This is an optimization exercise on Yosys and OpenROAD, whose aim is small area, a short achievable clock period and few clock cycles per item, not a production implementation.
The RTL was checked by simulation tests, not by an equivalence proof against the original design.
Power and IR drop assume default switching activity.

===== flow/run.sh =====
#!/bin/bash
# synth_recipe.tcl (not shown) runs the flow's synth.tcl, then flattens the netlist and writes it again
# the make line also repeats each setting of config.mk as NAME=value (left out here)
make -C /OpenROAD-flow-scripts/flow DESIGN_CONFIG=/design/flow/config.mk WORK_HOME=/design/flow/orfs CLKGATE_MAP_FILE= SYNTH_SCRIPT=/design/flow/synth_recipe.tcl finish

===== flow/config.mk =====
export PLATFORM = sky130hd
export DESIGN_NAME = mulDivUnit
export DESIGN_NICKNAME = mulDivUnit
export VERILOG_FILES = /design/flow/design.v
export SDC_FILE = /design/flow/constraint.sdc
export NUM_CORES = 4
export LEC_CHECK = 0
export CAP_MARGIN = 20
export CORE_MARGIN = 2
export CORE_UTILIZATION = 40
export SLEW_MARGIN = 20

===== flow/constraint.sdc =====
create_clock -name core_clock -period 5.0 [get_ports {clk}]
set_input_delay 1.0000 -clock core_clock [delete_from_list [all_inputs] [get_ports {clk}]]
set_output_delay 1.0000 -clock core_clock [all_outputs]
set_load 0.01 [all_outputs]

===== flow/design.v =====
package mulDivOpPkg;
  typedef enum logic [2:0] {
    opMul    = 3'b000,
    opMulh   = 3'b001,
    opMulhsu = 3'b010,
    opMulhu  = 3'b011,
    opDiv    = 3'b100,
    opDivu   = 3'b101,
    opRem    = 3'b110,
    opRemu   = 3'b111
  } opCodeT;
  function automatic logic isDivOp(input logic [2:0] op);
    isDivOp = op[2];
  endfunction
  function automatic logic lOpSigned(input logic [2:0] op);
    lOpSigned = (op == 3'b001) || (op == 3'b100) || (op == 3'b110);
  endfunction
  function automatic logic rOpSigned(input logic [2:0] op);
    rOpSigned = (op == 3'b001) || (op == 3'b010) || (op == 3'b100) || (op == 3'b110);
  endfunction
  function automatic logic wantsHigh(input logic [2:0] op);
    wantsHigh = (op == 3'b001) || (op == 3'b010) || (op == 3'b011);
  endfunction
  function automatic logic wantsRemainder(input logic [2:0] op);
    wantsRemainder = (op == 3'b110) || (op == 3'b111);
  endfunction
endpackage
package mulDivCtrlPkg;
  typedef enum logic [1:0] {
    stIdle,
    stBusy,
    stOffer,
    stRelease
  } stageStateT;
  typedef enum logic [1:0] {
    kIdle,
    kRun,
    kDone
  } kernelStateT;
endpackage
`timescale 1ns/1ps
module operandPrep
#(
  parameter int dataWidth = 32
) (
  input  logic                 clk,
  input  logic                 rstN,
  input  logic                 inReq,
  output logic                 inAck,
  input  logic [2:0]           opCode,
  input  logic [dataWidth-1:0] lOp,
  input  logic [dataWidth-1:0] rOp,
  output logic                 prepReq,
  input  logic                 prepAck,
  output logic [2:0]           prepOp,
  output logic [dataWidth-1:0] magR,
  output logic [dataWidth-1:0] magL,
  output logic                 negProduct,
  output logic                 negQuot,
  output logic                 negRem,
  output logic                 divByZero,
  output logic                 divOverflow
);
  mulDivCtrlPkg::stageStateT state;
  logic capture;
  logic divOp;
  logic negR;
  logic negL;
  logic lIsZero;
  logic lIsMinusOne;
  logic rIsMostNeg;
  assign divOp = mulDivOpPkg::isDivOp(opCode);
  assign negR = mulDivOpPkg::rOpSigned(opCode) && rOp[dataWidth-1];
  assign negL = mulDivOpPkg::lOpSigned(opCode) && lOp[dataWidth-1];
  assign lIsZero = (lOp == '0);
  assign lIsMinusOne = (lOp == '1);
  assign rIsMostNeg = (rOp == {1'b1, {(dataWidth-1){1'b0}}});
  assign capture = (state == mulDivCtrlPkg::stIdle) && inReq && !inAck;
  assign prepReq = (state == mulDivCtrlPkg::stOffer);
  always_ff @(posedge clk) begin
    if (!rstN) begin
      state <= mulDivCtrlPkg::stIdle;
      inAck <= 1'b0;
    end else begin
      if (capture) begin
        inAck <= 1'b1;
      end else if (!inReq) begin
        inAck <= 1'b0;
      end
      case (state)
        mulDivCtrlPkg::stIdle: begin
          if (capture) begin
            state <= mulDivCtrlPkg::stOffer;
          end
        end
        mulDivCtrlPkg::stOffer: begin
          if (prepAck) begin
            state <= mulDivCtrlPkg::stRelease;
          end
        end
        mulDivCtrlPkg::stRelease: begin
          if (!prepAck) begin
            state <= mulDivCtrlPkg::stIdle;
          end
        end
        default: state <= mulDivCtrlPkg::stIdle;
      endcase
    end
  end
  always_ff @(posedge clk) begin
    if (capture) begin
      prepOp <= opCode;
      magR <= negR ? -rOp : rOp;
      magL <= negL ? -lOp : lOp;
      negProduct <= !divOp && (negR ^ negL);
      negQuot <= divOp && (negR ^ negL);
      negRem <= divOp && negR;
      divByZero <= divOp && lIsZero;
      divOverflow <= divOp && mulDivOpPkg::lOpSigned(opCode) && lIsMinusOne && rIsMostNeg;
    end
  end
endmodule
`timescale 1ns/1ps
module iterKernel
#(
  parameter int dataWidth = 32
) (
  input  logic                 clk,
  input  logic                 rstN,
  input  logic                 prepReq,
  output logic                 prepAck,
  input  logic [2:0]           prepOp,
  input  logic [dataWidth-1:0] magR,
  input  logic [dataWidth-1:0] magL,
  input  logic                 negProduct,
  input  logic                 negQuot,
  input  logic                 negRem,
  input  logic                 divByZero,
  input  logic                 divOverflow,
  output logic                 kernReq,
  input  logic                 kernAck,
  output logic [2:0]           kernOp,
  output logic [dataWidth-1:0] prodHi,
  output logic [dataWidth-1:0] prodLo,
  output logic [dataWidth-1:0] quotient,
  output logic [dataWidth-1:0] remainder,
  output logic [dataWidth-1:0] origR,
  output logic                 negProductOut,
  output logic                 negQuotOut,
  output logic                 negRemOut,
  output logic                 divByZeroOut,
  output logic                 divOverflowOut
);
  localparam int cntWidth = $clog2(dataWidth);
  localparam logic [cntWidth-1:0] lastStep = cntWidth'(dataWidth - 1);
  mulDivCtrlPkg::kernelStateT kState;
  mulDivCtrlPkg::stageStateT ackState;
  logic [cntWidth-1:0] stepCnt;
  logic capture;
  logic [dataWidth-1:0] opndReg;
  logic [dataWidth-1:0] accReg;
  logic [dataWidth-1:0] shReg;
  logic [dataWidth-1:0] addend;
  logic [dataWidth:0] addSum;
  logic [dataWidth:0] trial;
  assign capture = (kState == mulDivCtrlPkg::kIdle) && (ackState == mulDivCtrlPkg::stIdle) && prepReq;
  assign prepAck = (ackState == mulDivCtrlPkg::stBusy);
  assign kernReq = (kState == mulDivCtrlPkg::kDone);
  assign addend = shReg[0] ? opndReg : '0;
  assign addSum = {1'b0, accReg} + {1'b0, addend};
  assign trial = {accReg, shReg[dataWidth-1]} - {1'b0, opndReg};
  always_ff @(posedge clk) begin
    if (!rstN) begin
      kState <= mulDivCtrlPkg::kIdle;
      ackState <= mulDivCtrlPkg::stIdle;
      stepCnt <= '0;
    end else begin
      case (ackState)
        mulDivCtrlPkg::stIdle: begin
          if (capture) begin
            ackState <= mulDivCtrlPkg::stBusy;
          end
        end
        mulDivCtrlPkg::stBusy: begin
          if (!prepReq) begin
            ackState <= mulDivCtrlPkg::stIdle;
          end
        end
        default: ackState <= mulDivCtrlPkg::stIdle;
      endcase
      case (kState)
        mulDivCtrlPkg::kIdle: begin
          if (capture) begin
            kState <= mulDivCtrlPkg::kRun;
            stepCnt <= '0;
          end
        end
        mulDivCtrlPkg::kRun: begin
          stepCnt <= stepCnt + 1'b1;
          if (stepCnt == lastStep) begin
            kState <= mulDivCtrlPkg::kDone;
          end
        end
        mulDivCtrlPkg::kDone: begin
          if (kernAck) begin
            kState <= mulDivCtrlPkg::kIdle;
          end
        end
        default: kState <= mulDivCtrlPkg::kIdle;
      endcase
    end
  end
  always_ff @(posedge clk) begin
    if (capture) begin
      kernOp <= prepOp;
      origR <= magR;
      accReg <= '0;
      if (mulDivOpPkg::isDivOp(prepOp)) begin
        opndReg <= magL;
        shReg <= magR;
      end else begin
        opndReg <= magR;
        shReg <= magL;
      end
      negProductOut <= negProduct;
      negQuotOut <= negQuot;
      negRemOut <= negRem;
      divByZeroOut <= divByZero;
      divOverflowOut <= divOverflow;
    end else if (kState == mulDivCtrlPkg::kRun) begin
      if (mulDivOpPkg::isDivOp(kernOp)) begin
        if (trial[dataWidth]) begin
          accReg <= {accReg[dataWidth-2:0], shReg[dataWidth-1]};
        end else begin
          accReg <= trial[dataWidth-1:0];
        end
        shReg <= {shReg[dataWidth-2:0], !trial[dataWidth]};
      end else begin
        accReg <= addSum[dataWidth:1];
        shReg <= {addSum[0], shReg[dataWidth-1:1]};
      end
    end
  end
  assign prodHi = accReg;
  assign remainder = accReg;
  assign prodLo = shReg;
  assign quotient = shReg;
endmodule
`timescale 1ns/1ps
module resultSelect
#(
  parameter int dataWidth = 32
) (
  input  logic                 clk,
  input  logic                 rstN,
  input  logic                 kernReq,
  output logic                 kernAck,
  input  logic [2:0]           kernOp,
  input  logic [dataWidth-1:0] prodHi,
  input  logic [dataWidth-1:0] prodLo,
  input  logic [dataWidth-1:0] quotient,
  input  logic [dataWidth-1:0] remainder,
  input  logic [dataWidth-1:0] origR,
  input  logic                 negProduct,
  input  logic                 negQuot,
  input  logic                 negRem,
  input  logic                 divByZero,
  input  logic                 divOverflow,
  output logic                 outReq,
  input  logic                 outAck,
  output logic [dataWidth-1:0] result,
  output logic                 divByZeroOut,
  output logic                 divOverflowOut
);
  mulDivCtrlPkg::stageStateT state;
  logic capture;
  logic [2:0] capOp;
  logic [dataWidth-1:0] capHi;
  logic [dataWidth-1:0] capLo;
  logic [dataWidth-1:0] capOrigR;
  logic capNegProduct;
  logic capNegQuot;
  logic capNegRem;
  logic capDivByZero;
  logic capDivOverflow;
  logic [2*dataWidth-1:0] product;
  logic [2*dataWidth-1:0] productFix;
  logic [dataWidth-1:0] quotFix;
  logic [dataWidth-1:0] remFix;
  logic [dataWidth-1:0] dividend;
  logic [dataWidth-1:0] word;
  assign capture = (state == mulDivCtrlPkg::stIdle) && kernReq && !kernAck;
  assign outReq = (state == mulDivCtrlPkg::stOffer);
  assign product = {capHi, capLo};
  assign productFix = capNegProduct ? -product : product;
  assign quotFix = capNegQuot ? -capLo : capLo;
  assign remFix = capNegRem ? -capHi : capHi;
  assign dividend = capNegRem ? -capOrigR : capOrigR;
  always_comb begin
    if (mulDivOpPkg::wantsHigh(capOp)) begin
      word = productFix[2*dataWidth-1:dataWidth];
    end else if (!mulDivOpPkg::isDivOp(capOp)) begin
      word = productFix[dataWidth-1:0];
    end else if (mulDivOpPkg::wantsRemainder(capOp)) begin
      if (capDivByZero) begin
        word = dividend;
      end else if (capDivOverflow) begin
        word = '0;
      end else begin
        word = remFix;
      end
    end else begin
      if (capDivByZero) begin
        word = '1;
      end else if (capDivOverflow) begin
        word = dividend;
      end else begin
        word = quotFix;
      end
    end
  end
  always_ff @(posedge clk) begin
    if (!rstN) begin
      state <= mulDivCtrlPkg::stIdle;
      kernAck <= 1'b0;
    end else begin
      if (capture) begin
        kernAck <= 1'b1;
      end else if (!kernReq) begin
        kernAck <= 1'b0;
      end
      case (state)
        mulDivCtrlPkg::stIdle: begin
          if (capture) begin
            state <= mulDivCtrlPkg::stBusy;
          end
        end
        mulDivCtrlPkg::stBusy: state <= mulDivCtrlPkg::stOffer;
        mulDivCtrlPkg::stOffer: begin
          if (outAck) begin
            state <= mulDivCtrlPkg::stRelease;
          end
        end
        mulDivCtrlPkg::stRelease: begin
          if (!outAck) begin
            state <= mulDivCtrlPkg::stIdle;
          end
        end
        default: state <= mulDivCtrlPkg::stIdle;
      endcase
    end
  end
  always_ff @(posedge clk) begin
    if (capture) begin
      capOp <= kernOp;
      capHi <= mulDivOpPkg::isDivOp(kernOp) ? remainder : prodHi;
      capLo <= mulDivOpPkg::isDivOp(kernOp) ? quotient : prodLo;
      capOrigR <= origR;
      capNegProduct <= negProduct;
      capNegQuot <= negQuot;
      capNegRem <= negRem;
      capDivByZero <= divByZero;
      capDivOverflow <= divOverflow;
    end
    if (state == mulDivCtrlPkg::stBusy) begin
      result <= word;
      divByZeroOut <= capDivByZero;
      divOverflowOut <= capDivOverflow;
    end
  end
endmodule
`timescale 1ns/1ps
module mulDivUnit
#(
  parameter int dataWidth = 32
) (
  input  logic                 clk,
  input  logic                 rstN,
  input  logic                 inReq,
  output logic                 inAck,
  input  logic [2:0]           opCode,
  input  logic [dataWidth-1:0] lOp,
  input  logic [dataWidth-1:0] rOp,
  output logic                 outReq,
  input  logic                 outAck,
  output logic [dataWidth-1:0] result,
  output logic                 divByZero,
  output logic                 divOverflow
);
  logic prepReq;
  logic prepAck;
  logic [2:0] prepOp;
  logic [dataWidth-1:0] magR;
  logic [dataWidth-1:0] magL;
  logic prepNegProduct;
  logic prepNegQuot;
  logic prepNegRem;
  logic prepDivByZero;
  logic prepDivOverflow;
  logic kernReq;
  logic kernAck;
  logic [2:0] kernOp;
  logic [dataWidth-1:0] prodHi;
  logic [dataWidth-1:0] prodLo;
  logic [dataWidth-1:0] quotient;
  logic [dataWidth-1:0] remainder;
  logic [dataWidth-1:0] origR;
  logic kernNegProduct;
  logic kernNegQuot;
  logic kernNegRem;
  logic kernDivByZero;
  logic kernDivOverflow;
  operandPrep #(.dataWidth(dataWidth)) u0Prep (
    .clk(clk), .rstN(rstN), .inReq(inReq), .inAck(inAck), .opCode(opCode),
    .lOp(lOp), .rOp(rOp), .prepReq(prepReq), .prepAck(prepAck), .prepOp(prepOp),
    .magR(magR), .magL(magL), .negProduct(prepNegProduct), .negQuot(prepNegQuot),
    .negRem(prepNegRem), .divByZero(prepDivByZero), .divOverflow(prepDivOverflow)
  );
  iterKernel #(.dataWidth(dataWidth)) u1Kernel (
    .clk(clk), .rstN(rstN), .prepReq(prepReq), .prepAck(prepAck), .prepOp(prepOp),
    .magR(magR), .magL(magL), .negProduct(prepNegProduct), .negQuot(prepNegQuot),
    .negRem(prepNegRem), .divByZero(prepDivByZero), .divOverflow(prepDivOverflow),
    .kernReq(kernReq), .kernAck(kernAck), .kernOp(kernOp), .prodHi(prodHi),
    .prodLo(prodLo), .quotient(quotient), .remainder(remainder), .origR(origR),
    .negProductOut(kernNegProduct), .negQuotOut(kernNegQuot), .negRemOut(kernNegRem),
    .divByZeroOut(kernDivByZero), .divOverflowOut(kernDivOverflow)
  );
  resultSelect #(.dataWidth(dataWidth)) u2Result (
    .clk(clk), .rstN(rstN), .kernReq(kernReq), .kernAck(kernAck), .kernOp(kernOp),
    .prodHi(prodHi), .prodLo(prodLo), .quotient(quotient), .remainder(remainder),
    .origR(origR), .negProduct(kernNegProduct), .negQuot(kernNegQuot),
    .negRem(kernNegRem), .divByZero(kernDivByZero), .divOverflow(kernDivOverflow),
    .outReq(outReq), .outAck(outAck), .result(result), .divByZeroOut(divByZero),
    .divOverflowOut(divOverflow)
  );
endmodule

==> results_dict.tcl <==
set metrics [dict create \
    final_layout_size_suffix_gt1_share_pct 7.30 \
    pre_cts_slack_ns 0.809 \
    via_count_of_the_first_global_routing_pass 16971 \
    crit_path_leading_delay_family "compound AO/OA/AOI/OAI gates" \
    numPortBuffers 106 \
    drt_pre_antenna_iters 5 \
    worstSetupEndpointType "flop" \
    reg2reg_depth 13 \
    yosys_register_bits 360 \
    timing.final.crit_period_ns 4.23 \
    comb_power_share_pct 33.5 \
    most-common-layout-cells "sky130_fd_sc_hd__edfxtp_1, sky130_fd_sc_hd__nand2_1, sky130_fd_sc_hd__o21ai_0" \
    relSlewSlack_pct 26.7 \
    seq_area_sq_mm 0.0103 \
    post_drt_wl_per_cell_um 23.3 \
    synthesis.instances 2247 \
    filler_cell_count 5127 \
    report.final.slew_viol_count 0 \
    core_sq_mm 0.0553 \
    place_hpwl_um 56100 \
    finClkSkew_ns 0.0301 \
    grt_use_total_pct 24.9 \
    path_clk_slew_ns 0.06 \
    timing.final.hold_violations 0 \
    die_w_um 241 \
    antenna_cells_inserted 0 \
    cellInternalPower_mw 6.92 \
    worst-setup-path-type "reg2reg" \
    power_density_mw_per_mm2 421 \
    hold_end "u2Result.capOrigR[4]$_DFFE_PP_" \
    max_cap_viol_count 0 \
    floorplan.die.height_um 241 \
    max_freq_ghz 0.236 \
    yosysUniqueCellTypes 82 \
    worst_setup_path_start_kind "flop" \
    post_syn_area_per_cell_sq_um 9.99 \
    floorplan.initialDensity_pct 40.6 \
    slew_worst_pin_ns 1.10 \
    timing.final.ws_setup_ns 0.769 \
    max-vdd-ir-drop_mv 0.257 \
    synth_enable_flop_cells 314 \
    netlist_top_cells_area "sky130_fd_sc_hd__edfxtp_1, sky130_fd_sc_hd__xor2_1, sky130_fd_sc_hd__xnor2_1" \
    critical_path.n_buffers_inverters 1 \
    period_share_pct 84.6 \
    maximum_level_of_the_cts_h_tree 2 \
    required_ns 5.45 \
    die_area_sq_mm 0.0580 \
    floorplan.rows 86 \
    rrSetupSlack_ns 0.77 \
    routed_via_density 5.83 \
    cts_sinks 360 \
    ys_async_sr_fraction_pct 0 \
    min_delay_path_depth 0 \
    wl_um 72300 \
    cts_made_buffers 40 \
    clock_insertion_delay_worst_skew_ns 0.57 \
    drcViolationCount 0 \
    netlist.top_cell.by_area "sky130_fd_sc_hd__edfxtp_1" \
    hold_path_startpoint "u1Kernel.origR[4]$_DFFE_PP_" \
    cts-hold-fix-buffers 0 \
    cts.repair.resized 0 \
    crit_path_max_fanout 31 \
    finalSetupViolCount 0 \
    layout_commonest_cell "sky130_fd_sc_hd__edfxtp_1" \
    timing.critical_path.arrival_ns 4.68 \
    placedInstanceArea_sq_mm 0.0244 \
    ys.warnings.count 3 \
    antenna_violations_before_repair 0 \
    route.antenna.remaining_nets 0 \
    worst_hold_path_type "reg2reg" \
    status "complete, no violations" \
    mappedNetlistNets 2396 \
    areaGrowthSynthToFinish_pct 14.5 \
    synth_top_area_share_pct 42.0 \
    total_number_of_vias 18112 \
    slowest_delay_ns 0.43 \
    max-clock-path-buffers 3 \
    drt_iter0_drc 1452 \
    final_net_count 2477 \
    multiInputGateArea_sq_mm 0.0114 \
    gr-total-overflow 0 \
    netSwitchingFraction_pct 36.0 \
    static-leakage-power_nw 9.33 \
    power_frac_clock_pct 27.2 \
    grt_setup_unrepaired "false" \
    power.share.sequential_pct 39.2 \
    cts_setup_buffers 0 \
    critical_path.reg2reg.startpoint "u1Kernel.shReg[0]$_DFFE_PP_" \
    sequential_element_share_of_the_synthesized_area_pct 46.1 \
    power.switching_mw 3.89 \
    synth_area_sq_mm 0.0224 \
    gp_congestion 1.01 \
    cts_tree "yes" \
    ctsRootBufferMaster "sky130_fd_sc_hd__clkbuf_16" \
    rr_endpoint "u1Kernel.accReg[27]$_SDFFE_PP0P_" \
    setup_tns_ns 0 \
    layout.cell_area.non_filler_sq_mm 0.0257 \
    first_pass_grt_wire_length_um 108000 \
    holdWs_ns 0.412 \
    slowest_stage "sky130_fd_sc_hd__edfxtp_1" \
    series_of_cell_instances_along_the_critical_path "buf_4, and2_1, fa_1, a21o_1, a221oi_1, a211oi_1, a41oi_1, o21ai_0, a31o_2, a21oi_1, o21ai_0, xnor2_1, a221oi_1" \
    grt_start_max_net_pins 97 \
    ys.flop_type "sky130_fd_sc_hd__edfxtp_1" \
    ioPinCount 107 \
]
layout make-up:
type | count | share of cell area (%)
repair buffers | 150 | 5.51
inverters | 70 | 1.02
clock inverters | 16 | 0.745
flip-flops and latches | 360 | 40.3
clock buffers | 55 | 4.31
multi-input cells | 1706 | 44.5
well taps | 748 | 3.64
cell usage after synthesis (all sizes together) (18+ instances only):
cell type / instances
edfxtp: 314
nand2: 216
o21ai: 171
a21oi: 166
xor2: 130
xnor2: 125
nor2: 120
clkbuf: 93
ha: 76
inv: 69
a211oi: 62
mux2i: 50
nor2b: 50
dfxtp: 46
nor3: 42
and2: 40
or3: 38
mux2: 34
o31ai: 34
nand3: 33
a21o: 30
a31oi: 29
or4: 21
nand4: 20
nand2b: 19
buf: 18
o221ai: 18
routing by layer:
metal  share of wire, %  track usage (%)  wire length, um
met1                 46             36.5            33500
met2                 44             38.5            31800
met3                7.0             3.25             5070
met4                2.7             7.39             1970
met5                  0                0                0
kinds of logic after synthesis:
kind of cell / count (synthesis) / share of synthesized area [%]
AOI/OAI and AO/OA: 632 / 17.7
buffers and inverters: 181 / 3.11
xor gates and xnor gates: 255 / 9.95
and+or+nand+nor: 657 / 14.7
adders and majority gates: 78 / 4.42
DFF: 360 / 46.1
muxes: 84 / 3.94
how the worst max path moves through the flow:
stage                                                from                               end  slack (ns)  depth (start not counted)
after floorplan           u1Kernel.kState[1]$_SDFFE_PN0P_   u2Result.capDivByZero$_DFFE_PP_        1.03                          2
after global routing          u1Kernel.shReg[0]$_DFFE_PP_  u1Kernel.accReg[27]$_SDFFE_PP0P_        0.38                         13
after CTS                     u1Kernel.shReg[0]$_DFFE_PP_  u1Kernel.accReg[27]$_SDFFE_PP0P_        0.76                         13
after detailed placement      u1Kernel.shReg[0]$_DFFE_PP_  u1Kernel.accReg[27]$_SDFFE_PP0P_        0.81                         13
final                         u1Kernel.shReg[0]$_DFFE_PP_  u1Kernel.accReg[27]$_SDFFE_PP0P_        0.77                         13
after global placement        u1Kernel.shReg[0]$_DFFE_PP_  u1Kernel.accReg[27]$_SDFFE_PP0P_        0.86                         13
state kept, by name, summed over array words and instances (netlist names), 2 cells and up:
signal / cells
u1Kernel.shReg: 32
u2Result.capLo: 32
u0Prep.prepOp: 3
u1Kernel.stepCnt: 5
u2Result.capOrigR: 32
u0Prep.magL: 32
u1Kernel.origR: 32
u1Kernel.kState: 2
u2Result.result: 32
u2Result.state: 2
u1Kernel.accReg: 32
u1Kernel.kernOp: 3
u0Prep.magR: 32
u2Result.capOp: 3
u1Kernel.opndReg: 32
u2Result.capHi: 32
u0Prep.state: 2
power groups by stage:
stage | registers (mW) | clock network, mW | logic [mW]
after floorplan | 4.04 | 0 | 2.48
after global placement | 4.28 | 0 | 3.53
after detailed placement | 4.28 | 0 | 3.55
after CTS | 4.22 | 2.99 | 3.57
after global routing | 4.27 | 3.11 | 3.95
final | 4.24 | 2.94 | 3.62
worst reg2reg max path, delay by kind of cell (launching register included):
family	cells	cell delay, ns
compound gates	9	2.66
fa+ha+maj	1	0.43
xor+xnor	1	0.16
buf+inv	1	0.24
flops	1	0.43
simple gates	1	0.20
per-stage QoR:
| step | util (%) | std cells | total power [mW] |
|---|---|---|---|
| 2_1_floorplan | - | 2247 | 6.51 |
| 3_3_place_gp | 44.1 | 3034 | 7.81 |
| 3_5_place_dp | 44.1 | 3034 | 7.83 |
| 4_1_cts | 46.5 | 3105 | 10.8 |
| 5_1_grt | 46.5 | 3105 | 11.3 |
| 6_report | 46.5 | 3105 | 10.8 |
Testbench counts, summed over its fixed seeds: cycles 71,696, items 2,048.

## port drivers added, routing unchanged
In the flow no input, the clock included, has a driving cell. The finished layout below was timed again as built, in two steps.
Step 1 (the two cells are an assumption about what drives the block):
set clk [get_ports {clk}]
set_driving_cell -lib_cell sky130_fd_sc_hd__clkbuf_16 $clk
set_driving_cell -lib_cell sky130_fd_sc_hd__buf_2 [delete_from_list [all_inputs] $clk]
Step 2 times the ports against the registers' clock, not the clock port: input delays grow and output delays shrink by t, the midpoint of the rising clock arrivals with the driver on.
Slacks: ideal ports / drivers / drivers and shift; pairs: ideal ports / drivers.
t (ns): 0.611
setup WS [ns]: 0.769 / 0.769 / 0.769
latest minus earliest clock arrival (ns): 0.032 / 0.031
cell pins on the clock port's net: 1
After both steps setup and hold are still met in this run. For this run, drivers alone change the setup slack by 0.000 ns; drivers and shift together by 0.000 ns.
